From an optimization exercise on the open Yosys and OpenROAD flow, aimed at small area; shortcuts taken in it are not production practice. Function was checked by simulation only, so behaviour that the tests miss may differ from the original. The clock port is modelled as an ideal driver; clocking choices that lean on that would not hold on a real chip. Power and IR drop assume default switching activity.

==> design.v <==
package comms_pkg;
  localparam logic [7:0] OP_WRITE_ALL = 8'h00;
  localparam logic [7:0] OP_READ      = 8'h04;
  localparam int unsigned CLKS_PER_BIT_DEFAULT = 25;
  typedef enum logic [2:0] {
    StIdle,
    StHdr1,
    StHdr2,
    StWrite,
    StRead
  } ctrl_state_e;
  typedef enum logic [1:0] {
    TxStart,
    TxData,
    TxStop
  } tx_phase_e;
  typedef enum logic [2:0] {
    RxIdle,
    RxStart,
    RxData,
    RxStop,
    RxBreak
  } rx_state_e;
  localparam logic [4:0] CNT_FIRST      = 5'd1;
  localparam logic [4:0] CNT_HALF_FIRST = 5'd31;
  localparam logic [4:0] CNT_LAST       = 5'd29;
  function automatic logic [4:0] cnt_step(input logic [4:0] s);
    cnt_step = {s[3:0], s[4] ^ s[2]};
  endfunction
  function automatic int unsigned idx_width(input int unsigned n);
    if (n > 1) idx_width = $clog2(n);
    else       idx_width = 1;
  endfunction
endpackage
module uart_rx
#(
  parameter int unsigned CLKS_PER_BIT = comms_pkg::CLKS_PER_BIT_DEFAULT
) (
  input  logic       clk_i,
  input  logic       rst_ni,
  input  logic       rxd_i,
  output logic [7:0] byte_o,
  output logic       byte_valid_o
);
  localparam int unsigned CntW = 5;
  localparam logic [3:0] PosIdle  = 4'd0;
  localparam logic [3:0] PosStart = 4'd1;
  localparam logic [3:0] PosStop  = 4'd2;
  localparam logic [3:0] PosBreak = 4'd3;
  logic            rx_meta_q;
  logic            rx_sync_q;
  logic [3:0]      pos_q;
  logic [CntW-1:0] cnt_q;
  logic [7:0]      shift_q;
  logic            valid_q;
  logic            cnt_last;
  assign cnt_last = (cnt_q == comms_pkg::CNT_LAST);
  always_ff @(posedge clk_i or negedge rst_ni) begin
    if (!rst_ni) begin
      rx_meta_q <= 1'b1;
      rx_sync_q <= 1'b1;
    end else begin
      rx_meta_q <= rxd_i;
      rx_sync_q <= rx_meta_q;
    end
  end
  always_ff @(posedge clk_i or negedge rst_ni) begin
    if (!rst_ni) begin
      pos_q   <= PosIdle;
      valid_q <= 1'b0;
    end else begin
      valid_q <= 1'b0;
      if (pos_q[3]) begin
        if (cnt_last) begin
          pos_q <= (pos_q[2:0] == 3'd7) ? PosStop : pos_q + 1'b1;
        end
      end else begin
        unique case (pos_q[1:0])
          2'd0: begin
            if (!rx_sync_q) begin
              pos_q <= PosStart;
            end
          end
          2'd1: begin
            if (cnt_last) begin
              pos_q <= rx_sync_q ? PosIdle : 4'd8;
            end
          end
          2'd2: begin
            if (cnt_last) begin
              valid_q <= rx_sync_q;
              pos_q   <= rx_sync_q ? PosIdle : PosBreak;
            end
          end
          default: begin
            if (rx_sync_q) begin
              pos_q <= PosIdle;
            end
          end
        endcase
      end
    end
  end
  always_ff @(posedge clk_i) begin
    if (pos_q == PosIdle) begin
      cnt_q <= comms_pkg::CNT_HALF_FIRST;
    end else if (cnt_last) begin
      cnt_q <= comms_pkg::CNT_FIRST;
    end else begin
      cnt_q <= comms_pkg::cnt_step(cnt_q);
    end
    if (pos_q[3] && cnt_last) begin
      shift_q <= {rx_sync_q, shift_q[7:1]};
    end
  end
  assign byte_o       = shift_q;
  assign byte_valid_o = valid_q;
endmodule
module top_level
#(
  parameter int unsigned DATA_ADDRS   = 2,
  parameter int unsigned WORD_BYTES   = 128,
  parameter int unsigned CLKS_PER_BIT = comms_pkg::CLKS_PER_BIT_DEFAULT
) (
  input  logic clk_100mhz,
  input  logic sys_rst,
  input  logic uart_rxd,
  output logic uart_txd
);
  localparam int unsigned     SlotW   = comms_pkg::idx_width(WORD_BYTES);
  localparam int unsigned     CntW    = 5;
  logic [7:0] rx_byte;
  logic       rx_valid;
  uart_rx #(
    .CLKS_PER_BIT(CLKS_PER_BIT)
  ) u_uart_rx (
    .clk_i       (clk_100mhz),
    .rst_ni      (sys_rst),
    .rxd_i       (uart_rxd),
    .byte_o      (rx_byte),
    .byte_valid_o(rx_valid)
  );
  localparam logic [SlotW-1:0] SlotLast = 7'h40;
  function automatic logic [SlotW-1:0] lfsr_step(input logic [SlotW-1:0] s);
    lfsr_step = {s[SlotW-2:0], s[SlotW-1] ^ s[SlotW-2] ^ (s[SlotW-2:0] == '0)};
  endfunction
  logic [WORD_BYTES-1:0] ring_q [2*8];
  logic [SlotW-1:0]      slot_q;      
  comms_pkg::ctrl_state_e state_q;
  logic [SlotW:0]   idx_q;
  logic             pend_q;       
  logic             valid_q;      
  logic [CntW-1:0]  tx_cnt_q;
  logic [3:0]       tx_pos_q;
  logic [7:0]       buf_q;        
  logic             txd_q;
  logic             hit_cur_q;    
  logic             hit_prev;     
  logic [SlotW-1:0] slot_step;
  logic [SlotW-1:0] idx_step;
  logic [7:0]       tap;
  always_comb begin
    hit_prev  = (slot_q == idx_q[SlotW-1:0]);
    slot_step = lfsr_step(slot_q);
    idx_step  = lfsr_step(idx_q[SlotW-1:0]);
    for (int b = 0; b < 8; b++) begin
      tap[b] = idx_q[SlotW] ? ring_q[8+b][WORD_BYTES-1] : ring_q[b][WORD_BYTES-1];
    end
  end
  always_ff @(posedge clk_100mhz) begin
    for (int w = 0; w < 2; w++) begin
      for (int b = 0; b < 8; b++) begin
        ring_q[w*8+b] <= {ring_q[w*8+b][WORD_BYTES-2:0],
                          (pend_q && hit_cur_q && (idx_q[SlotW] == w[0])) ? buf_q[b]
                                                                         : ring_q[w*8+b][WORD_BYTES-1]};
      end
    end
  end
  always_ff @(posedge clk_100mhz or negedge sys_rst) begin
    if (!sys_rst) begin
      slot_q <= '0;
    end else begin
      slot_q <= slot_step;
    end
  end
  always_ff @(posedge clk_100mhz) begin
    hit_cur_q <= hit_prev;
  end
  always_ff @(posedge clk_100mhz) begin
    for (int b = 0; b < 8; b++) begin
      if (state_q == comms_pkg::StWrite) begin
        if (rx_valid) begin
          buf_q[b] <= rx_byte[b];
        end
      end else if (state_q == comms_pkg::StHdr2 || state_q == comms_pkg::StRead) begin
        if ((tx_pos_q > 4'(b)) ? hit_cur_q : hit_prev) begin
          buf_q[b] <= tap[b];
        end
      end
    end
  end
  always_ff @(posedge clk_100mhz or negedge sys_rst) begin
    if (!sys_rst) begin
      state_q <= comms_pkg::StIdle;
      pend_q  <= 1'b0;
      valid_q <= 1'b0;
      txd_q   <= 1'b1;
    end else begin
      if (pend_q && hit_cur_q) begin
        pend_q <= 1'b0;
      end
      unique case (state_q)
        comms_pkg::StIdle: begin
          if (rx_valid) begin
            state_q <= comms_pkg::StHdr1;
          end
        end
        comms_pkg::StHdr1: begin
          if (rx_valid) begin
            state_q <= comms_pkg::StHdr2;
          end
        end
        comms_pkg::StHdr2: begin
          if (rx_valid) begin
            if (tx_pos_q[1]) begin
              valid_q <= 1'b1;
              state_q <= comms_pkg::StWrite;
            end else if (tx_pos_q[0]) begin
              txd_q   <= 1'b0;
              state_q <= comms_pkg::StRead;
            end else begin
              state_q <= comms_pkg::StIdle;
            end
          end
        end
        comms_pkg::StWrite: begin
          if (rx_valid) begin
            pend_q <= 1'b1;
            if (idx_q == {1'b1, SlotLast}) begin
              state_q <= comms_pkg::StIdle;
            end
          end
        end
        comms_pkg::StRead: begin
          if (tx_cnt_q == comms_pkg::CNT_LAST) begin
            if (tx_pos_q == 4'd9) begin
              if (idx_q[SlotW-1:0] == '0) begin
                state_q <= comms_pkg::StIdle;
              end else begin
                txd_q <= 1'b0;
              end
            end else begin
              txd_q <= tx_pos_q[3] | (buf_q[tx_pos_q[2:0]] & valid_q);
            end
          end
        end
        default: state_q <= comms_pkg::StIdle;
      endcase
    end
  end
  always_ff @(posedge clk_100mhz) begin
    if (pend_q && hit_cur_q) begin
      idx_q <= {idx_q[SlotW] ^ (idx_q[SlotW-1:0] == SlotLast), idx_step};
    end
    unique case (state_q)
      comms_pkg::StIdle: begin
        if (rx_valid) begin
          tx_pos_q <= {2'b10, rx_byte == comms_pkg::OP_WRITE_ALL, rx_byte == comms_pkg::OP_READ};
        end
      end
      comms_pkg::StHdr1: begin
        if (rx_valid) begin
          idx_q    <= {rx_byte[0], {SlotW{1'b0}}};
        end
      end
      comms_pkg::StHdr2: begin
        if (rx_valid) begin
          idx_q[SlotW] <= tx_pos_q[0] & idx_q[SlotW];
        end
        if (rx_valid && tx_pos_q[0]) begin
          idx_q[SlotW-1:0] <= idx_step;
          tx_cnt_q <= comms_pkg::CNT_FIRST;
          tx_pos_q <= '0;
        end
      end
      comms_pkg::StRead: begin
        if (tx_cnt_q != comms_pkg::CNT_LAST) begin
          tx_cnt_q <= comms_pkg::cnt_step(tx_cnt_q);
        end else begin
          tx_cnt_q <= comms_pkg::CNT_FIRST;
          if (tx_pos_q == 4'd9) begin
            if (idx_q[SlotW-1:0] != '0) begin
              idx_q[SlotW-1:0] <= idx_step;
              tx_pos_q <= '0;
            end
          end else begin
            tx_pos_q <= tx_pos_q + 1'b1;
          end
        end
      end
      default: ;
    endcase
  end
  assign uart_txd = txd_q;
endmodule
==> flow/run.sh <==
#!/bin/bash
# Standard layout, with clock tree synthesis options of our own and a post-CTS step that
# upsizes the clock buffers whose flip-flop pins would see too slow a clock edge.
export CTS_ARGS="-sink_clustering_enable -repair_clock_nets -buf_list sky130_fd_sc_hd__clkbuf_8 -root_buf sky130_fd_sc_hd__clkbuf_16 -sink_clustering_size 21 -sink_clustering_max_diameter 50 -dont_use_dummy_load"
export POST_CTS_TCL="$PWD/flow/fix_clk.tcl"
export FIX_CLK_SLEW=0.112
bash standard.sh > flow_standard.log 2>&1
==> flow/fix_clk.tcl <==
# After clock tree synthesis: upsize each clock buffer whose flip-flop clock pins would see a
# slew above FIX_CLK_SLEW (ns, placement-estimated parasitics) to the strongest clock buffer,
# then legalize the placement again.
set fix_limit $::env(FIX_CLK_SLEW)
set fix_big sky130_fd_sc_hd__clkbuf_16
for {set pass 0} {$pass < 2} {incr pass} {
  estimate_parasitics -placement
  set fix_n 0
  foreach b [get_cells -filter "ref_name =~ sky130_fd_sc_hd__clkbuf_*"] {
    if {[get_property $b ref_name] == $fix_big} { continue }
    set y [get_pins -of_objects $b -filter "direction == output"]
    set mx 0
    foreach p [get_pins -of_objects [get_nets -of_objects $y] -filter "direction == input"] {
      if {![string match */CLK [get_full_name $p]]} { continue }
      set s [get_property $p slew_max]
      if {$s > $mx} { set mx $s }
    }
    if {$mx > $fix_limit} {
      puts "fix_clk: [get_full_name $b] slew $mx -> $fix_big"
      replace_cell $b $fix_big
      incr fix_n
    }
  }
  puts "fix_clk: pass $pass upsized $fix_n"
  if {$fix_n == 0} { break }
  detailed_placement
}
check_placement -verbose
estimate_parasitics -placement
==> standard.sh <==
#!/bin/bash
# synth_recipe.tcl (not shown) runs the flow's synth.tcl, then flattens the netlist and writes it again
# the make line also repeats each setting of config.mk as NAME=value (left out here)
make -C /OpenROAD-flow-scripts/flow DESIGN_CONFIG=/design/flow/config.mk WORK_HOME=/design/flow/orfs CLKGATE_MAP_FILE= SYNTH_SCRIPT=/design/flow/synth_recipe.tcl "${@:-finish}"
==> config.mk <==
export PLATFORM = sky130hd
export DESIGN_NAME = top_level
export DESIGN_NICKNAME = top_level
export VERILOG_FILES = /design/flow/design.v
export SDC_FILE = /design/flow/constraint.sdc
export NUM_CORES = 4
export LEC_CHECK = 0
export CAP_MARGIN = 20
export CORE_MARGIN = 2
export CORE_UTILIZATION = 70
export PLACE_DENSITY = 0.8
export SLEW_MARGIN = 20
==> constraint.sdc <==
create_clock -name core_clock -period 10.0 [get_ports {clk_100mhz}]
set_input_delay 2.0000 -clock core_clock [delete_from_list [all_inputs] [get_ports {clk_100mhz}]]
set_output_delay 2.0000 -clock core_clock [all_outputs]
set_load 0.01 [all_outputs]
==> impl_metrics.csv, run 1 <==
group,metric,value,unit
floorplanning,io_pins,4,
critical_path,crit_buf_inv,1,
timing,finalWorstSetupSlack,6.32,ns
placed_design,place_ws,6.64,ns
floorplanning,core_area,62700,µm²
critical_path,cp-start-kind,"flop",
floorplanning,start_util,0.705,
critical_path,crit_chain,"clkdlybuf4s50_1",
floorplanning,die_area,65200,µm²
timing,fmaxAchievable,272,MHz
floorplanning,die_w,255,µm
synth,synth_area,44200,µm²
synth,ys_types,56,
critical_path,r2r_setup_slack,7.59,ns
synth,synth_top_cell_area_share,0.933,
critical_path,cpLargestDelayFamily,"buffers and inverters",
power,power_density,268,nW/µm²
timing,grt_setup_unrepaired,"false",
global_route,antenna_found_initial,7,
finish,drive_above_1_share,0.0625,
synth,ys_async_sr_fraction,0.00949,
synth,yosysTopAreaCell,"dfxtp_1",
finish,fillers,3116,
synth,synthFlopType,"dfxtp_1",
finish,area.sequential,42500,µm²
synth,yosysWarningCount,3,
critical_path,crit_fanout,2,
timing,period_minus_slack,3.68,ns
placed_design,io_buffers,3,
global_route,grt_pass1_wl,108,mm
timing,setup_violations,0,
synth,synth.area.top_cells,"dfxtp_1 (93%), edfxtp_1 (1.7%), dfrtp_1 (0.96%)",
detailed_routing,drt-pass1-iter-count,5,
clocking,worstSkewPairLatency,0.67,ns
timing,drv_slew,0,
min_path,hold_start,"ring_q[10][36]",
power,p_leak,18.9,nW
timing,fin_hold_ws,0.266,ns
placed_design,gp_congestion,0.754,
placed_design,dp_hpwl,29.3,mm
global_route,overflow,0,
synth,ys_ff_latch,2107,
timing,worstMarginPinSlew,0.881,ns
clocking,cts_tree,"yes",
synth,synth_area_per_cell,18.8,µm²
detailed_routing,vias,15600,
flow_run,maxCapViolCount,0,
detailed_routing,vias_per_cell,4.71,
min_path,hold_path_class,"flop to flop",
global_route,grt.total_usage,0.225,
synth,synthCells,2358,
timing,finalHoldViolations,0,
critical_path,endpoint_kind,"primary output",
global_route,grt_start_max_net_pins,27,
finish,nets,2474,
critical_path,crit_arrival,1.68,ns
timing,clock-skew-final,0.0926,ns
critical_path,worstSetupPathType,"flop to primary output",
detailed_routing,drt_iter0_drc,915,
critical_path,slowest_delay,0.56,ns
synth,synthTopCellsByCount,"dfxtp_1 (2062), nor2_1 (29), a21oi_1 (26), edfxtp_1 (25), nand2_1 (19)",
detailed_routing,drc,0,
timing,relSlewSlack,0.408,
floorplanning,die_h,255,µm
detailed_routing,routed_wl,71.0,mm
floorplanning,std_cell_rows,92,
synth,syn-num-nets,2366,
critical_path,rr_endpoint,"tx_pos_q[3]",
synth,seq_area_frac_synth,0.961,
critical_path,r2r_start,"idx_q[2]",
detailed_routing,ant_nets,0,
status,status,"finished clean",
min_path,holdPathStages,0,
min_path,hold_end,"ring_q[10][37]",
synth,synth_edf_count,25,
clocking,cts.sinks,2107,
clocking,cts.clk_slew.worst_paths,0.11,ns
critical_path,required,8.00,ns
finish,area_growth_syn_to_layout,7.85,%
critical_path,slowest_stage,"clkdlybuf4s50_1",
finish,multi_input_area,1590,µm²
global_route,grt_pass1_vias,17300,
critical_path,r2r_cells,6,
power,peakVddDrop,250,µV
timing,fin_setup_tns,0,ns
synth,yosysMostFrequentCell,"dfxtp_1",
detailed_routing,wl_per_cell,21.4,µm
timing,post-route-period-util,0.368,
-- placed cells by master, fill, tap and decap left out, types with 6 or more instances in the layout --
master and instances:
nor2_1 29, xnor2_1 8, mux2i_1 16, dfrtp_1 17
dfxtp_1 2062, clkbuf_8 46, inv_1 10, o21ai_0 9
a21oi_1 26, mux2_2 18, nand2_1 19, clkbuf_16 73
nand3_1 6, nor3_1 7, nand2b_1 7, a32o_1 6
nor4_1 6, edfxtp_1 25
-- where the power goes --
part | internal, W | leakage [nW] | switching [W]
logic | 0.0000371 | 0.621 | 0.0000743
registers | 0.00842 | 17.0 | 0.0000356
clock network | 0.00172 | 1.23 | 0.00250
total | 0.0102 | 18.9 | 0.00261
-- metrics by stage --
step                      total power (W)  utilization  std cells  instance area, µm²
after floorplan                   0.00870            -       2358               44200
after global placement            0.00871        0.721       3191               45300
after detailed placement          0.00873        0.721       3191               45300
after global routing               0.0131        0.761       3311               47700
final                              0.0128        0.761       3312               47700
-- worst max-delay path by stage --
stage	start	to	slack, ns	depth (start not counted)
final	txd_q	uart_txd	6.32	1
after global routing	txd_q	uart_txd	6.24	1
after detailed placement	sys_rst	valid_q	6.64	1
after global placement	sys_rst	valid_q	6.70	1
after floorplan	txd_q	uart_txd	7.47	0
-- per-layer routing --
layer	part of all wire	vias to the layer above	wire length [µm]	track usage
met3	0.044	123	3120	0.0461
met2	0.50	314	35200	0.377
met4	0.030	0	2110	0.0735
met1	0.43	7631	30600	0.296
li1	-	7534	-	-
met5	0	-	0	0
-- area by class of cell --
type / count / share of cell area
diodes: 2 / 0.000105
clock buffers: 119 / 0.0516
inverters: 10 / 0.000787
multi-input cells: 224 / 0.0332
flip-flops and latches: 2107 / 0.891
well taps: 846 / 0.0222
repair buffers: 4 / 0.000682
-- kinds of logic after synthesis --
logic type / count (synthesis) / synth area share
compound gates: 72 / 0.0111
xor+xnor: 12 / 0.00238
fa+ha+maj: 5 / 0.00141
buf+inv: 27 / 0.00272
flops: 2107 / 0.961
mux: 36 / 0.00922
simple gates: 99 / 0.0117
-- state kept, by name (all words and copies together), names as in the netlist, 3 cells and up --
name and flops:
tx_pos_q 4, state_q 3, idx_q 8, tx_cnt_q 5, slot_q 7, buf_q 8, u_uart_rx.cnt_q 5, u_uart_rx.pos_q 4
u_uart_rx.shift_q 8, ring_q 2048
==> run 2, diff against run 1 <==
==> flow/run.sh (replaced) <==
#!/bin/bash
# Standard layout, with clock tree synthesis options of our own and a post-CTS step that
# upsizes the clock buffers whose flip-flop pins would see too slow a clock edge.
export CTS_ARGS="-sink_clustering_enable -repair_clock_nets -buf_list sky130_fd_sc_hd__clkbuf_8 -root_buf sky130_fd_sc_hd__clkbuf_16 -sink_clustering_size 24 -sink_clustering_max_diameter 55 -dont_use_dummy_load"
export POST_CTS_TCL="$PWD/flow/fix_clk.tcl"
export FIX_CLK_SLEW=0.112
bash standard.sh > flow_standard.log 2>&1
==> impl_metrics.csv, run 2 <==
group,metric,value,unit
status,status,"finished clean",
synth,synthFlopType,"dfxtp_1",
synth,synth.area.top_cells,"dfxtp_1 (93%), edfxtp_1 (1.7%), dfrtp_1 (0.96%)",
synth,synth_top_cell_area_share,0.933,
synth,yosysWarningCount,3,
timing,fin_setup_tns,0,ns
timing,relSlewSlack,0.431,
synth,syn-num-nets,2366,
critical_path,cp-start-kind,"flop",
timing,post-route-period-util,0.372,
global_route,grt_pass1_vias,17200,
clocking,cts_tree,"yes",
critical_path,crit_arrival,1.72,ns
detailed_routing,drc,0,
power,p_leak,18.9,nW
critical_path,worstSetupPathType,"flop to primary output",
clocking,cts.clk_slew.worst_paths,0.11,ns
synth,ys_types,56,
critical_path,endpoint_kind,"primary output",
synth,synth_area,44200,µm²
global_route,overflow,0,
placed_design,gp_congestion,0.754,
synth,ys_async_sr_fraction,0.00949,
floorplanning,io_pins,4,
global_route,grt_pass1_wl,109,mm
timing,grt_setup_unrepaired,"false",
finish,nets,2460,
clocking,worstSkewPairLatency,0.67,ns
finish,utilization,0.760,
global_route,antenna_found_initial,6,
global_route,grt_start_max_net_pins,27,
synth,yosysTopAreaCell,"dfxtp_1",
power,power_density,268,nW/µm²
finish,final_cell_mix,"dfxtp_1 (2062), clkbuf_16 (87), nor2_1 (29), a21oi_1 (26), edfxtp_1 (25)",
timing,fmaxAchievable,269,MHz
global_route,grt.total_usage,0.226,
finish,fillers,3138,
clocking,cts.sinks,2107,
critical_path,crit_buf_inv,1,
finish,final_common_cell,"dfxtp_1",
detailed_routing,routed_wl,71.2,mm
timing,worstMarginPinSlew,0.846,ns
critical_path,crit_fanout,2,
power,peakVddDrop,251,µV
detailed_routing,drt_iter0_drc,1057,
critical_path,required,8.00,ns
detailed_routing,wl_per_cell,21.6,µm
flow_run,maxCapViolCount,0,
placed_design,dp_hpwl,29.3,mm
critical_path,cpLargestDelayFamily,"buffers and inverters",
detailed_routing,ant_nets,0,
floorplanning,die_area,65200,µm²
floorplanning,die_w,255,µm
timing,period_minus_slack,3.72,ns
synth,seq_area_frac_synth,0.961,
finish,drive_above_1_share,0.0571,
placed_design,io_buffers,3,
detailed_routing,vias_per_cell,4.71,
floorplanning,core_area,62700,µm²
min_path,hold_path_class,"flop to flop",
timing,setup_violations,0,
critical_path,slowest_delay,0.56,ns
timing,clock-skew-final,0.0892,ns
synth,synth_area_per_cell,18.8,µm²
synth,synthTopCellsByCount,"dfxtp_1 (2062), nor2_1 (29), a21oi_1 (26), edfxtp_1 (25), nand2_1 (19)",
synth,yosysMostFrequentCell,"dfxtp_1",
floorplanning,std_cell_rows,92,
detailed_routing,drt-pass1-iter-count,5,
floorplanning,die_h,255,µm
timing,finalHoldViolations,0,
critical_path,crit_chain,"clkdlybuf4s50_1",
synth,ys_ff_latch,2107,
finish,area_growth_syn_to_layout,7.76,%
finish,antenna_cells,0,
critical_path,slowest_stage,"clkdlybuf4s50_1",
synth,synth_edf_count,25,
timing,drv_slew,0,
floorplanning,start_util,0.705,
detailed_routing,vias,15500,
finish,top_register,"ring_q",
synth,synthCells,2358,
finish,largest_reg_flops,2048,
run 2: layout make-up:
cell class                 count  area, µm²  area share
clock buffer                 105       2420      0.0509
inverter                      10       37.5    0.000787
multi-input combinational    224       1590      0.0333
sequential                  2107      42500       0.892
tap                          846       1060      0.0222
timing repair buffer           4       32.5    0.000682
run 2: worst paths after layout:
kind	from	to	slack, ns	depth (start not counted)
setup reg to reg	u_uart_rx.pos_q[0]	u_uart_rx.pos_q[0]	7.49	7
max in group asynchronous	sys_rst	pend_q	8.25	1
hold reg to reg	ring_q[15][57]	ring_q[15][58]	0.28	0
setup / recovery	txd_q	uart_txd	6.28	1
min in group asynchronous	sys_rst	u_uart_rx.pos_q[1]	1.30	1
hold / removal	ring_q[15][57]	ring_q[15][58]	0.28	0
run 2: routing by layer:
| metal | routed length (µm) | GRT usage | vias to the layer above |
|---|---|---|---|
| met5 | 0 | 0 | - |
| met4 | 2180 | 0.0786 | 0 |
| met3 | 2710 | 0.0367 | 157 |
| met2 | 35400 | 0.382 | 323 |
| met1 | 31000 | 0.299 | 7558 |
| li1 | - | - | 7496 |
run 2: kinds of logic after synthesis:
family                   synth area share
adder cells (fa/ha/maj)           0.00141
AND/OR/NAND/NOR                    0.0117
XOR/XNOR                          0.00238
AO/OA/AOI/OAI                      0.0111
multiplexers                      0.00922
buffers and inverters             0.00272
flip-flops                          0.961
run 2: power breakdown:
part / switching (W) / internal [W]
Sequential: 0.0000325 / 0.00842
Combinational: 0.0000772 / 0.0000368
Clock: 0.00250 / 0.00172
run 2: metrics by stage:
stage | hold WS, ns | total power (W) | setup slack (ns) | instance area (µm²) | std cells
6_report | 0.278 | 0.0128 | 6.28 | 47700 | 3296
3_5_place_dp | 0.312 | 0.00873 | 6.64 | 45300 | 3191
3_3_place_gp | 0.310 | 0.00871 | 6.70 | 45300 | 3191
5_1_grt | 0.271 | 0.0131 | 6.22 | 47700 | 3296
2_1_floorplan | 0.310 | 0.00870 | 7.47 | 44200 | 2358
==> run 3, diff against run 2 <==
==> flow/run.sh (replaced) <==
#!/bin/bash
# Standard layout, with clock tree synthesis options of our own.
export CTS_ARGS="-sink_clustering_enable -repair_clock_nets -buf_list sky130_fd_sc_hd__clkbuf_8 -root_buf sky130_fd_sc_hd__clkbuf_16 -sink_clustering_size 18 -sink_clustering_max_diameter 45 -dont_use_dummy_load"
bash standard.sh > flow_standard.log 2>&1
--- a/config.mk
+++ b/config.mk
@@ -5,6 +5,7 @@
 export SDC_FILE = /design/flow/constraint.sdc
 export NUM_CORES = 4
 export LEC_CHECK = 0
+export ABC_AREA = 1
 export CAP_MARGIN = 20
 export CORE_MARGIN = 2
 export CORE_UTILIZATION = 70
removed: flow/fix_clk.tcl
==> impl_metrics.csv, run 3 <==
group,metric,value,unit
clocking,cts.sinks,2107,
floorplanning,die_w,256,µm
synth,synth_top_cell_area_share,0.926,
clocking,worstSkewPairLatency,0.68,ns
critical_path,r2r_start,"idx_q[7]",
synth,synth_edf_count,25,
power,power_density,257,nW/µm²
critical_path,r2r_cells,3,
global_route,grt.total_usage,0.199,
critical_path,rr_endpoint,"ring_q[7][0]",
finish,antenna_cells,0,
synth,ys_ff_latch,2107,
floorplanning,std_cell_rows,92,
power,peakVddDrop,236,µV
timing,worstMarginPinSlew,0.798,ns
clocking,cts_buffers,142,
global_route,antenna_found_initial,0,
flow_run,maxCapViolCount,0,
critical_path,crit_arrival,1.71,ns
detailed_routing,drt_iter0_drc,900,
timing,fmaxAchievable,269,MHz
placed_design,gp_congestion,0.819,
placed_design,dp_cells,3367,
critical_path,cp-start-kind,"flop",
critical_path,crit_chain,"clkdlybuf4s50_1",
critical_path,cp.depth,1,
detailed_routing,wl_per_cell,17.8,µm
clocking,cts.clk_slew.worst_paths,0.10,ns
clocking,htree_levels,4,
synth,synth.area.top_cells,"dfxtp_1 (93%), edfxtp_1 (1.7%), nand2_1 (1.3%)",
finish,largest_reg_flops,2048,
detailed_routing,drc,0,
clocking,cts_resized,0,
finish,area_growth_syn_to_layout,6.61,%
detailed_routing,drt-pass1-iter-count,5,
detailed_routing,ant_nets,0,
finish,utilization,0.755,
detailed_routing,vias_per_cell,4.58,
global_route,grt_pass1_wl,100,mm
detailed_routing,met1Wirelength,29.3,mm
synth,ys_types,40,
synth,synthFlopType,"dfxtp_1",
clocking,cts_buffer_depth,3,
finish,final_common_cell,"dfxtp_1",
min_path,hold_end,"ring_q[11][118]",
detailed_routing,met3WireLength,2.11,mm
floorplanning,io_pins,4,
finish,nets,2673,
min_path,holdPathStages,0,
finish,final_cell_mix,"dfxtp_1 (2062), nand2_1 (153), clkbuf_8 (141), inv_1 (49), nand3_1 (43)",
timing,relSlewSlack,0.467,
synth,ys_async_sr_fraction,0.00949,
critical_path,required,8.00,ns
finish,top_register,"ring_q",
synth,synth_area_per_cell,17.6,µm²
synth,yosysTopAreaCell,"dfxtp_1",
synth,yosysMostFrequentCell,"dfxtp_1",
power,power,0.0122,W
status,status,"finished clean",
detailed_routing,vias,16100,
synth,synthCells,2530,
detailed_routing,wl_met2,29.4,mm
floorplanning,die_area,65700,µm²
critical_path,slowest_stage,"clkdlybuf4s50_1",
timing,post-route-period-util,0.371,
detailed_routing,routed_wl,62.4,mm
clocking,post_cts_buffers,0,
clocking,cts-root-buf,"clkbuf_16",
finish,drive_above_1_share,0.0631,
critical_path,cpLargestDelayFamily,"buffers and inverters",
clocking,holdBufCountCts,0,
detailed_routing,top_layer,"met4",
timing,drv_slew,0,
timing,setup_violations,0,
floorplanning,start_util,0.708,
synth,synthTopCellsByCount,"dfxtp_1 (2062), nand2_1 (153), inv_1 (49), nand3_1 (43), nor2_1 (42)",
global_route,grt_start_max_net_pins,23,
min_path,hold_path_class,"flop to flop",
finish,fillers,3151,
critical_path,endpoint_kind,"primary output",
critical_path,r2r_setup_slack,7.75,ns
power,p_leak,19.2,nW
synth,seq_area_frac_synth,0.954,
synth,yosysWarningCount,3,
timing,grt_setup_unrepaired,"false",
placed_design,dp_hpwl,32.5,mm
global_route,grt_pass1_vias,17700,
floorplanning,die_h,256,µm
critical_path,crit_fanout,2,
timing,clock-skew-final,0.0927,ns
clocking,cts_tree,"yes",
synth,synth_area,44600,µm²
timing,finalHoldViolations,0,
synth,syn-num-nets,2538,
min_path,hold_start,"ring_q[11][117]",
finish,final_cells,3509,
floorplanning,core_area,63000,µm²
critical_path,slowest_delay,0.58,ns
global_route,overflow,0,
timing,period_minus_slack,3.71,ns
critical_path,crit_buf_inv,1,
placed_design,io_buffers,3,
critical_path,worstSetupPathType,"flop to primary output",
timing,fin_setup_tns,0,ns
==> run 3: changes by cell type in the layout (fill, tap and decap cells not counted), moves of 7 or more <==
| cell | delta |
|---|---|
| nand2b_1 | -7 |
| a21oi_1 | -13 |
| o211ai_1 | +7 |
| a31oi_1 | +7 |
| nor2_1 | +13 |
| nand2_1 | +134 |
| nand3_1 | +37 |
| clkbuf_8 | +123 |
| mux2_2 | -18 |
| clkbuf_16 | -86 |
| inv_1 | +39 |
| o21ai_0 | +26 |
| mux2i_1 | -16 |
==> run 3: worst max-delay path by stage <==
stage	from	slack, ns	to
2_1_floorplan	txd_q	7.47	uart_txd
3_3_place_gp	sys_rst	6.76	slot_q[0]
3_5_place_dp	sys_rst	6.67	pend_q
4_1_cts	txd_q	6.22	uart_txd
5_1_grt	txd_q	6.22	uart_txd
6_report	txd_q	6.29	uart_txd
==> run 3: where the power goes <==
group	internal [W]	leakage (nW)	switching, W	total [W]
clock network	0.00129	1.03	0.00231	0.00360
logic	0.0000419	1.08	0.000109	0.000151
registers	0.00843	17.0	0.0000305	0.00846
==> run 3: metrics by stage <==
stage | setup slack, ns | hold WS, ns | cell area [µm²]
2_1_floorplan | 7.47 | 0.310 | 44600
3_3_place_gp | 6.76 | 0.310 | 45600
3_5_place_dp | 6.67 | 0.312 | 45600
4_1_cts | 6.22 | 0.286 | 47500
5_1_grt | 6.22 | 0.292 | 47500
6_report | 6.29 | 0.283 | 47500
==> run 3: cell type report <==
class / instances / area, µm² / share of cell area
sequential: 2107 / 42500 / 0.895
clock buffer: 142 / 1970 / 0.0414
multi-input combinational: 355 / 1730 / 0.0364
tap: 846 / 1060 / 0.0223
inverter: 56 / 213 / 0.00448
timing repair buffer: 3 / 25.0 / 0.000527
==> run 3: logic make-up after synthesis <==
logic type | count (synthesis) | synth area share
AOI/OAI and AO/OA | 72 | 0.00921
xor gates and xnor gates | 7 | 0.00138
adders and majority gates | 5 | 0.00140
buffers and inverters | 68 | 0.00707
DFF | 2107 | 0.954
and+or+nand+nor | 271 | 0.0269
==> run 3: layer usage <==
metal  GRT usage  vias up
met2       0.316      257
met3      0.0380      131
li1            -     8010
met4      0.0765        0
met5           0        -
met1       0.277     7676
==> run 4, diff against run 3 <==
--- a/config.mk
+++ b/config.mk
@@ -5,9 +5,8 @@
 export SDC_FILE = /design/flow/constraint.sdc
 export NUM_CORES = 4
 export LEC_CHECK = 0
-export ABC_AREA = 1
 export CAP_MARGIN = 20
 export CORE_MARGIN = 2
 export CORE_UTILIZATION = 70
-export PLACE_DENSITY = 0.8
+export PLACE_DENSITY = 0.85
 export SLEW_MARGIN = 20
==> impl_metrics.csv, run 4 <==
group,metric,value,unit
critical_path,endpoint_kind,"primary output",
synth,synthFlopType,"dfxtp_1",
detailed_routing,routed_wl,56.2,mm
critical_path,slowest_stage,"clkdlybuf4s50_1",
timing,setup_violations,0,
timing,fin_setup_tns,0,ns
status,status,"finished clean",
clocking,cts-root-buf,"clkbuf_16",
min_path,hold_path_class,"flop to flop",
detailed_routing,drt_iter0_drc,716,
timing,worstMarginPinSlew,0.970,ns
timing,fmaxAchievable,276,MHz
synth,yosysWarningCount,3,
critical_path,crit_chain,"clkdlybuf4s50_1",
synth,yosysMostFrequentCell,"dfxtp_1",
global_route,overflow,0,
synth,synthTopCellsByCount,"dfxtp_1 (2062), nor2_1 (29), a21oi_1 (26), edfxtp_1 (25), nand2_1 (19)",
floorplanning,io_pins,4,
timing,clock-skew-final,0.0805,ns
synth,seq_area_frac_synth,0.961,
synth,yosysTopAreaCell,"dfxtp_1",
detailed_routing,drc,0,
synth,syn-num-nets,2366,
synth,synth_area,44200,µm²
synth,synth.area.top_cells,"dfxtp_1 (93%), edfxtp_1 (1.7%), dfrtp_1 (0.96%)",
critical_path,cpLargestDelayFamily,"buffers and inverters",
floorplanning,core_area,62700,µm²
critical_path,crit_arrival,1.63,ns
timing,finalHoldViolations,0,
critical_path,crit_buf_inv,1,
finish,final_cells,3332,
finish,fillers,3190,
floorplanning,die_w,255,µm
finish,largest_reg_flops,2048,
finish,utilization,0.752,
critical_path,crit_fanout,2,
global_route,grt.total_usage,0.181,
timing,grt_setup_unrepaired,"false",
critical_path,worstSetupPathType,"flop to primary output",
floorplanning,die_area,65200,µm²
finish,top_register,"ring_q",
global_route,grt_start_max_net_pins,27,
clocking,cts.clk_slew.worst_paths,0.09,ns
critical_path,slowest_delay,0.53,ns
finish,final_common_cell,"dfxtp_1",
synth,ys_ff_latch,2107,
detailed_routing,vias_per_cell,4.51,
clocking,post_cts_buffers,0,
critical_path,required,8.00,ns
detailed_routing,drt-pass1-iter-count,4,
timing,fin_hold_ws,0.270,ns
detailed_routing,vias,15000,
clocking,cts_buffers,141,
finish,nets,2496,
power,p_leak,18.7,nW
finish,multi_input_area,1590,µm²
critical_path,cp-start-kind,"flop",
finish,final_cell_mix,"dfxtp_1 (2062), clkbuf_8 (140), nor2_1 (29), a21oi_1 (26), edfxtp_1 (25)",
synth,ys_types,56,
clocking,worstSkewPairLatency,0.67,ns
clocking,cts_tree,"yes",
power,peakVddDrop,171,µV
global_route,grt_pass1_vias,16500,
timing,period_minus_slack,3.63,ns
synth,synth_edf_count,25,
finish,antenna_cells,0,
timing,post-route-period-util,0.363,
global_route,grt_pass1_wl,90.6,mm
flow_run,maxCapViolCount,0,
finish,area.sequential,42500,µm²
global_route,antenna_found_initial,3,
power,power_density,255,nW/µm²
synth,ys_async_sr_fraction,0.00949,
timing,relSlewSlack,0.347,
finish,area_growth_syn_to_layout,6.70,%
synth,synthCells,2358,
synth,synth_area_per_cell,18.8,µm²
detailed_routing,wl_per_cell,16.9,µm
clocking,cts.sinks,2107,
finish,drive_above_1_share,0.0704,
clocking,htree_levels,4,
floorplanning,start_util,0.705,
placed_design,io_buffers,3,
placed_design,gp_congestion,0.774,
power,power,0.0120,W
clocking,cts_buffer_depth,3,
clocking,holdBufCountCts,0,
detailed_routing,ant_nets,0,
floorplanning,die_h,255,µm
synth,synth_top_cell_area_share,0.933,
timing,drv_slew,0,
floorplanning,std_cell_rows,92,
placed_design,dp_hpwl,32.7,mm
placed_design,dp_cells,3191,
clocking,cts_resized,0,
run 4: layout make-up:
class	count	area share
Sequential cell	2107	0.901
Clock buffer	141	0.0413
Multi-Input combinational cell	224	0.0336
Tap cell	846	0.0224
Timing Repair Buffer	4	0.000795
Inverter	10	0.000795
run 4: where the power goes:
part	total [W]	internal [W]	leakage, nW	switching (W)
Combinational	0.0000801	0.0000352	0.621	0.0000449
Clock	0.00352	0.00128	1.02	0.00223
Sequential	0.00845	0.00842	17.0	0.0000248
Total	0.0120	0.00974	18.7	0.00230
run 4: kinds of logic after synthesis:
logic type,after synthesis,synth area share
compound gates,72,0.0111
xor+xnor,12,0.00238
fa+ha+maj,5,0.00141
buf+inv,27,0.00272
flops,2107,0.961
mux,36,0.00922
simple gates,99,0.0117
run 4: metal layers:
layer	share of wire	vias to the layer above	track usage
met5	0.00023	-	0
met4	0.020	2	0.0655
met3	0.034	110	0.0402
met2	0.49	187	0.300
met1	0.45	7149	0.236
li1	-	7569	-
run 4: path summary, 6_finish.rpt:
check / start / end / slack (ns) / cells past startpoint
min: ring_q[0][100] / ring_q[0][101] / 0.27 / 0
min in group asynchronous: sys_rst / u_uart_rx.pos_q[1] / 1.87 / 1
min reg2reg: ring_q[0][100] / ring_q[0][101] / 0.27 / 0
max in group asynchronous: sys_rst / state_q[2] / 7.47 / 1
max reg2reg: idx_q[1] / tx_pos_q[3] / 7.62 / 6
max: txd_q / uart_txd / 6.37 / 1
run 4: through the flow:
step           worst slack, ns  instance area, µm²
6_report                  6.37               47200
5_1_grt                   6.31               47200
4_1_cts                   6.31               47200
3_5_place_dp              6.81               45300
3_3_place_gp              6.86               45300
2_1_floorplan             7.47               44200
run 4: worst reg2reg max path: stages (launching register included):
cell	delay, ns
dfxtp_1	0.35
or2_0	0.25
nor4_1	0.75
nand3_1	0.31
a21oi_1	0.21
a2111oi_0	0.09
buf_4	0.20
==> run 5, diff against run 4 <==
--- a/config.mk
+++ b/config.mk
@@ -8,5 +8,7 @@
 export CAP_MARGIN = 20
 export CORE_MARGIN = 2
 export CORE_UTILIZATION = 70
-export PLACE_DENSITY = 0.85
+export GPL_ROUTABILITY_DRIVEN = 0
+export GPL_TIMING_DRIVEN = 0
+export PLACE_DENSITY = 0.8
 export SLEW_MARGIN = 20
==> impl_metrics.csv, run 5 <==
group,metric,value,unit
clocking,post_cts_buffers,0,
synth,synth_area_per_cell,18.8,µm²
synth,synth_top_cell_area_share,0.933,
timing,period_minus_slack,3.77,ns
finish,area_growth_syn_to_layout,6.85,%
synth,ys_async_sr_fraction,0.00949,
synth,synth_edf_count,25,
global_route,grt_pass1_wl,91.0,mm
detailed_routing,vias,15400,
global_route,grt_start_max_net_pins,21,
placed_design,dp_cells,3207,
clocking,cts_buffer_depth,3,
clocking,worstSkewPairLatency,0.66,ns
timing,fin_setup_tns,0,ns
critical_path,crit_buf_inv,1,
detailed_routing,wl_per_cell,16.7,µm
critical_path,worstSetupPathType,"flop to primary output",
finish,drive_above_1_share,0.0708,
timing,worstMarginPinSlew,1.05,ns
clocking,holdBufCountCts,0,
placed_design,io_buffers,3,
finish,largest_reg_flops,2048,
detailed_routing,vias_per_cell,4.59,
floorplanning,start_util,0.705,
power,switching_share,0.192,
global_route,overflow,0,
power,p_switching,0.00231,W
synth,yosysWarningCount,3,
synth,synth_area,44200,µm²
floorplanning,std_cell_rows,92,
synth,yosysTopAreaCell,"dfxtp_1",
timing,post-route-period-util,0.377,
synth,synthCells,2358,
critical_path,crit_fanout,2,
finish,fillers,2994,
clocking,cts_tree,"yes",
finish,nets,2511,
critical_path,required,8.00,ns
critical_path,slowest_delay,0.58,ns
power,p_clk_frac,0.290,
global_route,antenna_found_initial,2,
power,power_density,255,nW/µm²
power,peakVddDrop,263,µV
synth,seq_area_frac_synth,0.961,
synth,ys_ff_latch,2107,
critical_path,cpLargestDelayFamily,"flip-flops",
clocking,cts.clk_slew.worst_paths,0.11,ns
clocking,cts_resized,0,
power,seqPwrFrac,0.701,
clocking,cts-root-buf,"clkbuf_16",
synth,syn-num-nets,2366,
status,status,"finished clean",
critical_path,crit_chain,"clkdlybuf4s50_1",
min_path,hold_path_class,"flop to flop",
synth,synthTopCellsByCount,"dfxtp_1 (2062), nor2_1 (29), a21oi_1 (26), edfxtp_1 (25), nand2_1 (19)",
flow_run,maxCapViolCount,0,
placed_design,dp_hpwl,32.6,mm
timing,relSlewSlack,0.301,
critical_path,cp-start-kind,"flop",
synth,synthFlopType,"dfxtp_1",
timing,fmaxAchievable,265,MHz
global_route,grt_pass1_vias,16800,
finish,top_register,"ring_q",
finish,final_cells,3350,
floorplanning,die_w,255,µm
critical_path,slowest_stage,"dfstp_2",
synth,ys_types,56,
synth,synth.area.top_cells,"dfxtp_1 (93%), edfxtp_1 (1.7%), dfrtp_1 (0.96%)",
detailed_routing,drt-pass1-iter-count,6,
timing,drv_slew,0,
timing,finalHoldViolations,0,
finish,final_cell_mix,"dfxtp_1 (2062), clkbuf_8 (139), nor2_1 (29), a21oi_1 (26), edfxtp_1 (25)",
power,pwr-share-comb,0.008,
critical_path,crit_arrival,1.77,ns
floorplanning,core_area,62700,µm²
floorplanning,die_area,65200,µm²
detailed_routing,ant_nets,0,
synth,yosysMostFrequentCell,"dfxtp_1",
finish,final_common_cell,"dfxtp_1",
floorplanning,io_pins,4,
timing,grt_setup_unrepaired,"false",
global_route,grt.total_usage,0.180,
clocking,cts_buffers,140,
detailed_routing,routed_wl,56.0,mm
timing,clock-skew-final,0.0941,ns
floorplanning,die_h,255,µm
clocking,cts.sinks,2107,
timing,setup_violations,0,
power,p_int,0.00973,W
detailed_routing,drt_iter0_drc,949,
clocking,htree_levels,4,
power,p_leak,18.7,nW
detailed_routing,drc,0,
critical_path,endpoint_kind,"primary output",
-- run 5: cell types whose count changed in the layout (fill, tap and decap cells not counted), sizes merged --
cell,before,now
clkdlybuf4s50,3,2
clkbuf,141,153
buf,1,5
diode,0,3
-- run 5: per-stage QoR --
stage / area (µm²) / setup slack [ns] / utilization / hold WS [ns] / power, W
finish: 47300 / 6.23 / 0.753 / 0.277 / 0.0120
detailed placement: 45300 / 6.71 / 0.723 / 0.312 / 0.00873
global placement: 45300 / 6.75 / 0.723 / 0.310 / 0.00871
global route: 47300 / 6.16 / 0.753 / 0.284 / 0.0124
floorplan: 44200 / 7.47 / - / 0.310 / 0.00870
CTS: 47300 / 6.17 / 0.753 / 0.279 / 0.0121
-- run 5: cell families (layout without fill, tap and decap cells) --
| group | count (synthesis) | after routing | synth area share |
|---|---|---|---|
| DFF | 2107 | 2107 | 0.961 |
| and+or+nand+nor | 99 | 99 | 0.0117 |
| AOI/OAI and AO/OA | 72 | 72 | 0.0111 |
| muxes | 36 | 36 | 0.00922 |
| buffers and inverters | 27 | 170 | 0.00272 |
| xor gates and xnor gates | 12 | 12 | 0.00238 |
| adders and majority gates | 5 | 5 | 0.00141 |
| other | 0 | 3 | 0 |
-- run 5: final timing paths --
path                           startpoint                  to  slack [ns]  cells after the start
max in group asynchronous         sys_rst          state_q[2]        8.25                      1
max                                 txd_q            uart_txd        6.23                      1
max reg2reg                   tx_pos_q[2]         tx_pos_q[2]        7.41                      6
min reg2reg                ring_q[12][61]      ring_q[12][62]        0.28                      0
min in group asynchronous         sys_rst  u_uart_rx.pos_q[0]        1.32                      1
min                        ring_q[12][61]      ring_q[12][62]        0.28                      0
-- run 5: final cells by class --
class                      count  area [µm²]  area share
sequential                  2107       42500       0.900
timing repair buffer           3        25.0    0.000529
clock buffer                 140        1940      0.0410
antenna                        3        7.51    0.000159
buffer                        17        82.6     0.00175
tap                          846        1060      0.0224
multi-input combinational    224        1590      0.0336
inverter                      10        37.5    0.000794
-- run 5: metal layers --
| metal | GRT usage | vias to the layer above | wire length, µm | part of all wire |
|---|---|---|---|---|
| li1 | - | 7580 | - | - |
| met1 | 0.240 | 7217 | 25300 | 0.45 |
| met2 | 0.280 | 402 | 25600 | 0.46 |
| met3 | 0.0452 | 190 | 2820 | 0.050 |
| met4 | 0.0881 | 0 | 2200 | 0.039 |
| met5 | 0 | - | 0 | 0 |
-- run 5: power by group through the flow --
stage	sequential, W	clock (W)	combinational [W]
floorplan	0.00863	0	0.0000659
global placement	0.00863	0	0.0000785
detailed placement	0.00864	0	0.0000958
CTS	0.00844	0.00359	0.0000981
global route	0.00845	0.00386	0.000110
finish	0.00845	0.00349	0.000102
==> run 6, diff against run 5 <==
--- a/config.mk
+++ b/config.mk
@@ -5,10 +5,9 @@
 export SDC_FILE = /design/flow/constraint.sdc
 export NUM_CORES = 4
 export LEC_CHECK = 0
+export ABC_CLOCK_PERIOD_IN_PS = 100000
 export CAP_MARGIN = 20
 export CORE_MARGIN = 2
 export CORE_UTILIZATION = 70
-export GPL_ROUTABILITY_DRIVEN = 0
-export GPL_TIMING_DRIVEN = 0
 export PLACE_DENSITY = 0.8
 export SLEW_MARGIN = 20
==> impl_metrics.csv, run 6 <==
group,metric,value,unit
critical_path,r2r_start,"idx_q[2]",
finish,fin_area,47200,µm²
critical_path,slowest_delay,0.57,ns
timing,period_minus_slack,3.70,ns
synth,synth_mux_area_frac,0.00922,
critical_path,slowest_stage,"clkdlybuf4s50_1",
detailed_routing,vias_per_cell,4.45,
critical_path,required,8.00,ns
detailed_routing,routed_wl,52.1,mm
critical_path,crit_chain,"clkdlybuf4s50_1",
clocking,holdBufCountCts,0,
detailed_routing,vias,14800,
detailed_routing,drt-pass1-iter-count,5,
clocking,worstSkewPairLatency,0.66,ns
timing,post-route-period-util,0.370,
min_path,hold_end,"ring_q[9][100]",
placed_design,io_buffers,3,
timing,worstMarginPinSlew,0.809,ns
synth,synth_xor_xnor_area_share,0.00238,
global_route,grt_pass1_wl,84.9,mm
detailed_routing,drc,0,
floorplanning,std_cell_rows,92,
min_path,hold_start,"ring_q[9][99]",
timing,fmaxAchievable,271,MHz
timing,fin_hold_ws,0.269,ns
finish,area_growth_syn_to_layout,6.76,%
global_route,grt_pass1_vias,15900,
clocking,post_cts_buffers,0,
critical_path,crit_fanout,2,
timing,fin_setup_tns,0,ns
timing,grt_setup_unrepaired,"false",
finish,drive_above_1_share,0.0715,
synth,synthAdderAreaFrac,0.00141,
critical_path,r2r_cells,6,
floorplanning,die_h,255,µm
min_path,holdPathStages,0,
critical_path,cpLargestDelayFamily,"buffers and inverters",
finish,final_cell_mix,"dfxtp_1 (2062), clkbuf_8 (142), nor2_1 (29), a21oi_1 (26), edfxtp_1 (25)",
clocking,cts-root-buf,"clkbuf_16",
global_route,overflow,0,
clocking,cts_resized,0,
global_route,antenna_found_initial,3,
synth,yosysMostFrequentCell,"dfxtp_1",
critical_path,rr_endpoint,"tx_pos_q[1]",
timing,setup_violations,0,
synth,yosysWarningCount,3,
synth,synth_top_cell_area_share,0.933,
synth,synth-simple-area-share,0.0117,
synth,synth_edf_count,25,
synth,syn-num-nets,2366,
flow_run,maxCapViolCount,0,
synth,synth_compound_area_frac,0.0111,
timing,clock-skew-final,0.0789,ns
placed_design,dp_cells,3191,
synth,synth_area,44200,µm²
synth,synth_area_per_cell,18.8,µm²
placed_design,postPlaceCellArea,45300,µm²
synth,synth.area.top_cells,"dfxtp_1 (93%), edfxtp_1 (1.7%), dfrtp_1 (0.96%)",
synth,synthFlopType,"dfxtp_1",
detailed_routing,wl_per_cell,15.6,µm
clocking,cts_buffers,143,
power,p_leak,18.7,nW
floorplanning,io_pins,4,
critical_path,endpoint_kind,"primary output",
clocking,cts_buffer_depth,3,
synth,synthTopCellsByCount,"dfxtp_1 (2062), nor2_1 (29), a21oi_1 (26), edfxtp_1 (25), nand2_1 (19)",
synth,seq_area_frac_synth,0.961,
synth,ys_types,56,
global_route,grt.total_usage,0.167,
min_path,hold_path_class,"flop to flop",
floorplanning,core_area,62700,µm²
clocking,cts_tree,"yes",
critical_path,crit_buf_inv,1,
synth,yosysTopAreaCell,"dfxtp_1",
placed_design,dp_hpwl,29.3,mm
floorplanning,die_area,65200,µm²
finish,final_cells,3335,
detailed_routing,ant_nets,0,
clocking,htree_levels,4,
finish,top_register,"ring_q",
timing,finalHoldViolations,0,
synth,synth_top_family_by_area,"simple AND/OR/NAND/NOR gates",
detailed_routing,drt_iter0_drc,653,
status,status,"finished clean",
finish,largest_reg_flops,2048,
floorplanning,die_w,255,µm
synth,ys_ff_latch,2107,
critical_path,worstSetupPathType,"flop to primary output",
synth,ys_async_sr_fraction,0.00949,
synth,synthCells,2358,
clocking,cts.clk_slew.worst_paths,0.09,ns
finish,final_common_cell,"dfxtp_1",
timing,drv_slew,0,
timing,relSlewSlack,0.456,
critical_path,cp-start-kind,"flop",
floorplanning,start_util,0.705,
finish,nets,2498,
global_route,grt_start_max_net_pins,27,
placed_design,gp_congestion,0.754,
clocking,cts.sinks,2107,
power,power_density,256,nW/µm²
critical_path,crit_arrival,1.70,ns
power,peakVddDrop,241,µV
critical_path,r2r_setup_slack,7.71,ns
run 6: final cells by class:
type	count	area, µm²
Clock buffer	143	1980
Antenna cell	1	2.50
Multi-Input combinational cell	224	1590
Tap cell	846	1060
Fill cell	3214	15500
Sequential cell	2107	42500
Timing Repair Buffer	4	32.5
Inverter	10	37.5
run 6: logic make-up after synthesis:
family,Yosys count
AND/OR/NAND/NOR,99
buffers and inverters,27
adder cells (fa/ha/maj),5
AO/OA/AOI/OAI,72
XOR/XNOR,12
multiplexers,36
flip-flops,2107
run 6: how the worst max path moves through the flow:
stage / start / endpoint / cells past startpoint
final: txd_q / uart_txd / 1
after global routing: txd_q / uart_txd / 1
after CTS: txd_q / uart_txd / 1
after detailed placement: sys_rst / valid_q / 1
after global placement: sys_rst / valid_q / 1
after floorplan: txd_q / uart_txd / 0
run 6: through the flow:
step / setup slack [ns] / power [W] / util
2_1_floorplan: 7.47 / 0.00870 / -
3_3_place_gp: 6.70 / 0.00871 / 0.721
3_5_place_dp: 6.64 / 0.00873 / 0.721
4_1_cts: 6.23 / 0.0122 / 0.753
5_1_grt: 6.24 / 0.0125 / 0.753
6_report: 6.30 / 0.0121 / 0.753
run 6: report_power, final:
part            total, W  switching [W]  internal (W)
clock network    0.00352        0.00222       0.00130
logic          0.0000944      0.0000587     0.0000358
registers        0.00845      0.0000278       0.00842
total             0.0121        0.00231       0.00976
run 6: layer usage:
metal  global-route usage  vias to the layer above  wire length, µm
met5                    0                        -                0
met4               0.0729                        0             1420
met3               0.0373                      116             1850
met2                0.245                      225            22600
met1                0.242                     6922            26300
li1                     -                     7573                -
==> run 7, diff against run 6 <==
--- a/config.mk
+++ b/config.mk
@@ -5,7 +5,6 @@
 export SDC_FILE = /design/flow/constraint.sdc
 export NUM_CORES = 4
 export LEC_CHECK = 0
-export ABC_CLOCK_PERIOD_IN_PS = 100000
 export CAP_MARGIN = 20
 export CORE_MARGIN = 2
 export CORE_UTILIZATION = 70
==> impl_metrics.csv, run 7 <==
group,metric,value,unit
critical_path,endpoint_kind,"primary output",
power,seqPwrFrac,0.700,
power,p_clk_frac,0.292,
detailed_routing,wl_per_cell,15.6,µm
clocking,cts_tree,"yes",
status,status,"finished clean",
timing,setup_violations,0,
synth,yosysWarningCount,3,
placed_design,io_buffers,3,
global_route,antenna_found_initial,3,
critical_path,required,8.00,ns
timing,drv_slew,0,
power,p_int,0.00976,W
floorplanning,core_area,62700,µm²
synth,synthCells,2358,
floorplanning,std_cell_rows,92,
placed_design,place_ws,6.64,ns
critical_path,slowest_delay,0.57,ns
global_route,overflow,0,
synth,synthTopCellsByCount,"dfxtp_1 (2062), nor2_1 (29), a21oi_1 (26), edfxtp_1 (25), nand2_1 (19)",
synth,yosysTopAreaCell,"dfxtp_1",
finish,drive_above_1_share,0.0715,
clocking,post_cts_buffers,0,
synth,yosysMostFrequentCell,"dfxtp_1",
timing,clock-skew-final,0.0789,ns
detailed_routing,vias,14800,
global_route,grt_pass1_vias,15900,
timing,period_minus_slack,3.70,ns
finish,utilization,0.753,
critical_path,cp-start-kind,"flop",
synth,synth_top_cell_area_share,0.933,
floorplanning,die_h,255,µm
floorplanning,die_w,255,µm
critical_path,crit_chain,"clkdlybuf4s50_1",
timing,finalWorstSetupSlack,6.30,ns
clocking,worstSkewPairLatency,0.66,ns
floorplanning,die_area,65200,µm²
power,p_switching,0.00231,W
finish,final_common_cell,"dfxtp_1",
detailed_routing,ant_nets,0,
clocking,holdBufCountCts,0,
timing,post-route-period-util,0.370,
finish,fillers,3214,
critical_path,slowest_stage,"clkdlybuf4s50_1",
clocking,cts.clk_slew.worst_paths,0.09,ns
timing,grt_setup_unrepaired,"false",
power,p_leak,18.7,nW
floorplanning,start_util,0.705,
detailed_routing,drt_iter0_drc,653,
synth,synth_area_per_cell,18.8,µm²
critical_path,r2r_setup_slack,7.71,ns
critical_path,cpLargestDelayFamily,"buffers and inverters",
timing,finalHoldViolations,0,
detailed_routing,drc,0,
synth,ys_ff_latch,2107,
min_path,hold_path_class,"flop to flop",
clocking,cts_buffer_depth,3,
detailed_routing,vias_per_cell,4.45,
critical_path,crit_arrival,1.70,ns
floorplanning,io_pins,4,
synth,seq_area_frac_synth,0.961,
placed_design,dp_cells,3191,
power,switching_share,0.191,
detailed_routing,routed_wl,52.1,mm
flow_run,maxCapViolCount,0,
synth,ys_async_sr_fraction,0.00949,
critical_path,crit_buf_inv,1,
detailed_routing,drt-pass1-iter-count,5,
power,power_density,256,nW/µm²
finish,final_cell_mix,"dfxtp_1 (2062), clkbuf_8 (142), nor2_1 (29), a21oi_1 (26), edfxtp_1 (25)",
synth,syn-num-nets,2366,
critical_path,crit_fanout,2,
global_route,grt.total_usage,0.167,
timing,fmaxAchievable,271,MHz
synth,synth.area.top_cells,"dfxtp_1 (93%), edfxtp_1 (1.7%), dfrtp_1 (0.96%)",
synth,synthFlopType,"dfxtp_1",
timing,worstMarginPinSlew,0.809,ns
timing,fin_setup_tns,0,ns
synth,synth_edf_count,25,
global_route,grt_pass1_wl,84.9,mm
critical_path,worstSetupPathType,"flop to primary output",
finish,top_register,"ring_q",
finish,nets,2498,
clocking,cts_buffers,143,
placed_design,gp_congestion,0.754,
clocking,cts.sinks,2107,
finish,area_growth_syn_to_layout,6.76,%
timing,relSlewSlack,0.456,
finish,final_cells,3335,
synth,ys_types,56,
global_route,grt_start_max_net_pins,27,
clocking,cts_resized,0,
placed_design,dp_hpwl,29.3,mm
clocking,cts-root-buf,"clkbuf_16",
synth,synth_area,44200,µm²
power,pwr-share-comb,0.008,
finish,largest_reg_flops,2048,
power,power,0.0121,W
clocking,htree_levels,4,
power,peakVddDrop,241,µV
[run 7: cell counts in the layout (fill, tap and decap cells not counted)]
Identical to the previous run, type by type.
[run 7: layout make-up]
| class | count | area, µm² | area share |
|---|---|---|---|
| diodes | 1 | 2.50 | 0.0000530 |
| flip-flops and latches | 2107 | 42500 | 0.901 |
| well taps | 846 | 1060 | 0.0224 |
| inverters | 10 | 37.5 | 0.000795 |
| multi-input cells | 224 | 1590 | 0.0336 |
| clock buffers | 143 | 1980 | 0.0419 |
| repair buffers | 4 | 32.5 | 0.000689 |
[run 7: stage by stage]
step | instance area [µm²] | hold WS [ns]
6_report | 47200 | 0.269
5_1_grt | 47200 | 0.259
4_1_cts | 47200 | 0.268
3_5_place_dp | 45300 | 0.312
3_3_place_gp | 45300 | 0.310
2_1_floorplan | 44200 | 0.310
[run 7: path summary, 6_finish.rpt]
path	startpoint	to	depth (start not counted)
hold reg to reg	ring_q[9][99]	ring_q[9][100]	0
setup reg to reg	idx_q[2]	tx_pos_q[1]	6
setup / recovery	txd_q	uart_txd	1
max in group asynchronous	sys_rst	u_uart_rx.valid_q	1
hold / removal	ring_q[9][99]	ring_q[9][100]	0
min in group asynchronous	sys_rst	slot_q[4]	1
[run 7: worst reg2reg max path: cells and delay by family, from the launching register on]
family | cells | cell delay, ns
buffers and inverters | 1 | 0.18
AND/OR/NAND/NOR | 3 | 1.18
AO/OA/AOI/OAI | 2 | 0.29
flip-flops | 1 | 0.36
[run 7: power by group through the flow]
stage               sequential, W  combinational (W)  clock, W
finish                    0.00845          0.0000944   0.00352
global route              0.00846           0.000101   0.00390
CTS                       0.00845          0.0000932   0.00363
detailed placement        0.00864          0.0000906         0
global placement          0.00864          0.0000691         0
floorplan                 0.00863          0.0000659         0
[run 7: cells by family (layout without fill, tap and decap cells)]
| family | Yosys count | in the layout | synth area share |
|---|---|---|---|
| AO/OA/AOI/OAI | 72 | 72 | 0.0111 |
| XOR/XNOR | 12 | 12 | 0.00238 |
| adder cells (fa/ha/maj) | 5 | 5 | 0.00141 |
| buffers and inverters | 27 | 157 | 0.00272 |
| flip-flops | 2107 | 2107 | 0.961 |
| multiplexers | 36 | 36 | 0.00922 |
| other | 0 | 1 | 0 |
| AND/OR/NAND/NOR | 99 | 99 | 0.0117 |
[run 7: routing by layer]
| metal | GRT usage | vias up | share of wire |
|---|---|---|---|
| met4 | 0.0729 | 0 | 0.027 |
| met2 | 0.245 | 225 | 0.43 |
| met1 | 0.242 | 6922 | 0.50 |
| met3 | 0.0373 | 116 | 0.035 |
| met5 | 0 | - | 0 |
| li1 | - | 7573 | - |
==> run 8, diff against run 7 <==
==> flow/run.sh (replaced) <==
#!/bin/bash
# Standard layout, with clock tree synthesis options of our own.
export CTS_ARGS="-sink_clustering_enable -repair_clock_nets -buf_list sky130_fd_sc_hd__clkbuf_8 -root_buf sky130_fd_sc_hd__clkbuf_16 -sink_clustering_size 18 -sink_clustering_max_diameter 60 -dont_use_dummy_load"
bash standard.sh > flow_standard.log 2>&1
==> impl_metrics.csv, run 8 <==
group,metric,value,unit
finish,top_register,"ring_q",
timing,relSlewSlack,0.449,
floorplanning,std_cell_rows,92,
synth,seq_area_frac_synth,0.961,
floorplanning,start_util,0.705,
floorplanning,core_area,62700,µm²
synth,ys_ff_latch,2107,
finish,drive_above_1_share,0.0689,
placed_design,dp_hpwl,29.3,mm
finish,final_cell_mix,"dfxtp_1 (2062), clkbuf_8 (135), nor2_1 (29), a21oi_1 (26), edfxtp_1 (25)",
critical_path,crit_arrival,1.74,ns
critical_path,crit_buf_inv,1,
synth,synthTopCellsByCount,"dfxtp_1 (2062), nor2_1 (29), a21oi_1 (26), edfxtp_1 (25), nand2_1 (19)",
timing,post-route-period-util,0.374,
finish,antenna_cells,0,
finish,multi_input_area,1590,µm²
synth,synth_top_cell_area_share,0.933,
timing,fmaxAchievable,267,MHz
clocking,cts_resized,0,
detailed_routing,wl_per_cell,15.5,µm
clocking,cts_buffers,136,
synth,synth.area.top_cells,"dfxtp_1 (93%), edfxtp_1 (1.7%), dfrtp_1 (0.96%)",
global_route,antenna_found_initial,3,
clocking,htree_levels,4,
synth,synth_area,44200,µm²
clocking,post_cts_buffers,0,
synth,synthFlopType,"dfxtp_1",
clocking,cts_buffer_depth,3,
finish,nets,2491,
detailed_routing,drt_iter0_drc,644,
critical_path,required,8.00,ns
critical_path,r2r_setup_slack,7.75,ns
critical_path,endpoint_kind,"primary output",
critical_path,crit_fanout,2,
global_route,overflow,0,
clocking,holdBufCountCts,0,
finish,area_growth_syn_to_layout,6.54,%
finish,fillers,3236,
clocking,cts-root-buf,"clkbuf_16",
timing,period_minus_slack,3.74,ns
detailed_routing,top_layer,"met4",
power,p_leak,18.6,nW
finish,area.sequential,42500,µm²
timing,finalHoldViolations,0,
placed_design,postPlaceCellArea,45300,µm²
timing,worstMarginPinSlew,0.819,ns
detailed_routing,vias,14900,
clocking,cts.clk_slew.worst_paths,0.11,ns
timing,setup_violations,0,
power,peakVddDrop,182,µV
clocking,cts.sinks,2107,
critical_path,slowest_stage,"clkdlybuf4s50_1",
detailed_routing,ant_nets,0,
detailed_routing,drc,0,
min_path,hold_path_class,"flop to flop",
timing,clock-skew-final,0.0793,ns
synth,syn-num-nets,2366,
clocking,worstSkewPairLatency,0.66,ns
critical_path,crit_chain,"clkdlybuf4s50_1",
synth,synthCells,2358,
timing,drv_slew,0,
clocking,cts_tree,"yes",
global_route,grt_pass1_wl,84.3,mm
critical_path,worstSetupPathType,"flop to primary output",
floorplanning,die_w,255,µm
synth,ys_async_sr_fraction,0.00949,
global_route,grt_pass1_vias,15700,
critical_path,cp-start-kind,"flop",
detailed_routing,drt-pass1-iter-count,8,
finish,largest_reg_flops,2048,
detailed_routing,met3WireLength,1.95,mm
global_route,grt.total_usage,0.166,
detailed_routing,met1Wirelength,25.9,mm
finish,final_common_cell,"dfxtp_1",
flow_run,maxCapViolCount,0,
power,power_density,254,nW/µm²
critical_path,slowest_delay,0.56,ns
timing,fin_setup_tns,0,ns
detailed_routing,routed_wl,51.5,mm
synth,synth_edf_count,25,
synth,yosysWarningCount,3,
global_route,grt_start_max_net_pins,27,
synth,yosysTopAreaCell,"dfxtp_1",
detailed_routing,wl_met2,22.2,mm
floorplanning,die_area,65200,µm²
finish,fin_area,47100,µm²
synth,synth_area_per_cell,18.8,µm²
placed_design,gp_congestion,0.754,
synth,yosysMostFrequentCell,"dfxtp_1",
detailed_routing,vias_per_cell,4.47,
floorplanning,die_h,255,µm
status,status,"finished clean",
critical_path,cpLargestDelayFamily,"buffers and inverters",
synth,ys_types,56,
floorplanning,io_pins,4,
placed_design,io_buffers,3,
timing,grt_setup_unrepaired,"false",
## run 8: cell types whose count changed in the layout (fill, tap and decap cells not counted), sizes merged
cell    before  now
diode        1    0
clkbuf     143  136
## run 8: metal layers
layer  global-route usage  up-vias
met5                    0        -
met4               0.0727        0
met3               0.0373      121
met2                0.241      227
met1                0.243     6954
li1                     -     7564
## run 8: logic make-up after synthesis
logic type      Yosys count  synth area share
flops                  2107             0.961
simple gates             99            0.0117
buf+inv                  27           0.00272
xor+xnor                 12           0.00238
fa+ha+maj                 5           0.00141
compound gates           72            0.0111
mux                      36           0.00922
## run 8: cell type report
| class | instances | share of cell area |
|---|---|---|
| well taps | 846 | 0.0225 |
| multi-input cells | 224 | 0.0336 |
| clock buffers | 136 | 0.0400 |
| inverters | 10 | 0.000796 |
| flip-flops and latches | 2107 | 0.902 |
| repair buffers | 4 | 0.000690 |
## run 8: path summary, 6_finish.rpt
path,startpoint,endpoint,cells past startpoint
hold reg to reg,ring_q[15][41],ring_q[15][42],0
hold / removal,ring_q[15][41],ring_q[15][42],0
setup / recovery,txd_q,uart_txd,1
min in group asynchronous,sys_rst,u_uart_rx.pos_q[3],1
max in group asynchronous,sys_rst,txd_q,1
setup reg to reg,idx_q[2],tx_pos_q[0],6
## run 8: through the flow
step | setup slack, ns | std cells | hold WS, ns | util | power [W]
6_report | 6.26 | 3327 | 0.245 | 0.751 | 0.0120
5_1_grt | 6.19 | 3327 | 0.245 | 0.751 | 0.0124
2_1_floorplan | 7.47 | 2358 | 0.310 | - | 0.00870
3_3_place_gp | 6.70 | 3191 | 0.310 | 0.721 | 0.00871
3_5_place_dp | 6.64 | 3191 | 0.312 | 0.721 | 0.00873
4_1_cts | 6.18 | 3327 | 0.244 | 0.751 | 0.0121
## run 8: where the power goes
part	internal [W]	leakage (nW)	switching, W	total [W]
combinational	0.0000364	0.621	0.0000573	0.0000937
clock	0.00124	0.983	0.00221	0.00344
sequential	0.00842	17.0	0.0000267	0.00845
total	0.00970	18.6	0.00229	0.0120

afterwards: timing with drivers on the ports:
The results above use ideal ports. As a check the final layouts listed here were re-extracted and re-timed, cells and wires unchanged. Step 1, drivers: a clkbuf_16 drives clk_100mhz and a buf_2 each remaining input, both assumed. Step 2 adds t to the input delays and takes it off the output delays; t is the mean of the earliest and latest rising clock arrival at the registers after step 1. Input paths then give back, and output paths get back, about the clock's delay inside the block. a / b / c = no drivers / after step 1 / after step 2; a / b = the first two.
run | shift t [ns] | setup WS [ns] | clock arrival spread, ns | worst register clock-pin slew, ns | worst slew at a driven data input, ns
run 1 | 0.707 | 6.318 / 6.252 / 6.959 | 0.120 / 0.120 | 0.12 / 0.12 | 0.04
run 2 | 0.712 | 6.282 / 6.215 / 6.926 | 0.124 / 0.125 | 0.12 / 0.12 | 0.04
run 3 | 0.698 | 6.288 / 6.223 / 6.920 | 0.100 / 0.099 | 0.11 / 0.11 | 0.03
run 4 | 0.695 | 6.374 / 6.311 / 6.812 | 0.112 / 0.111 | 0.11 / 0.11 | 0.03
run 5 | 0.693 | 6.230 / 6.164 / 6.857 | 0.116 / 0.115 | 0.11 / 0.11 | 0.05
run 6 | 0.694 | 6.303 / 6.241 / 6.935 | 0.102 / 0.102 | 0.11 / 0.11 | 0.03
run 7 | 0.694 | 6.303 / 6.241 / 6.935 | 0.102 / 0.102 | 0.11 / 0.11 | 0.03
run 8 | 0.693 | 6.261 / 6.200 / 6.893 | 0.094 / 0.093 | 0.11 / 0.11 | 0.03
After both steps every run listed still meets setup and hold. The worst setup slack also covers recovery checks on asynchronous resets.
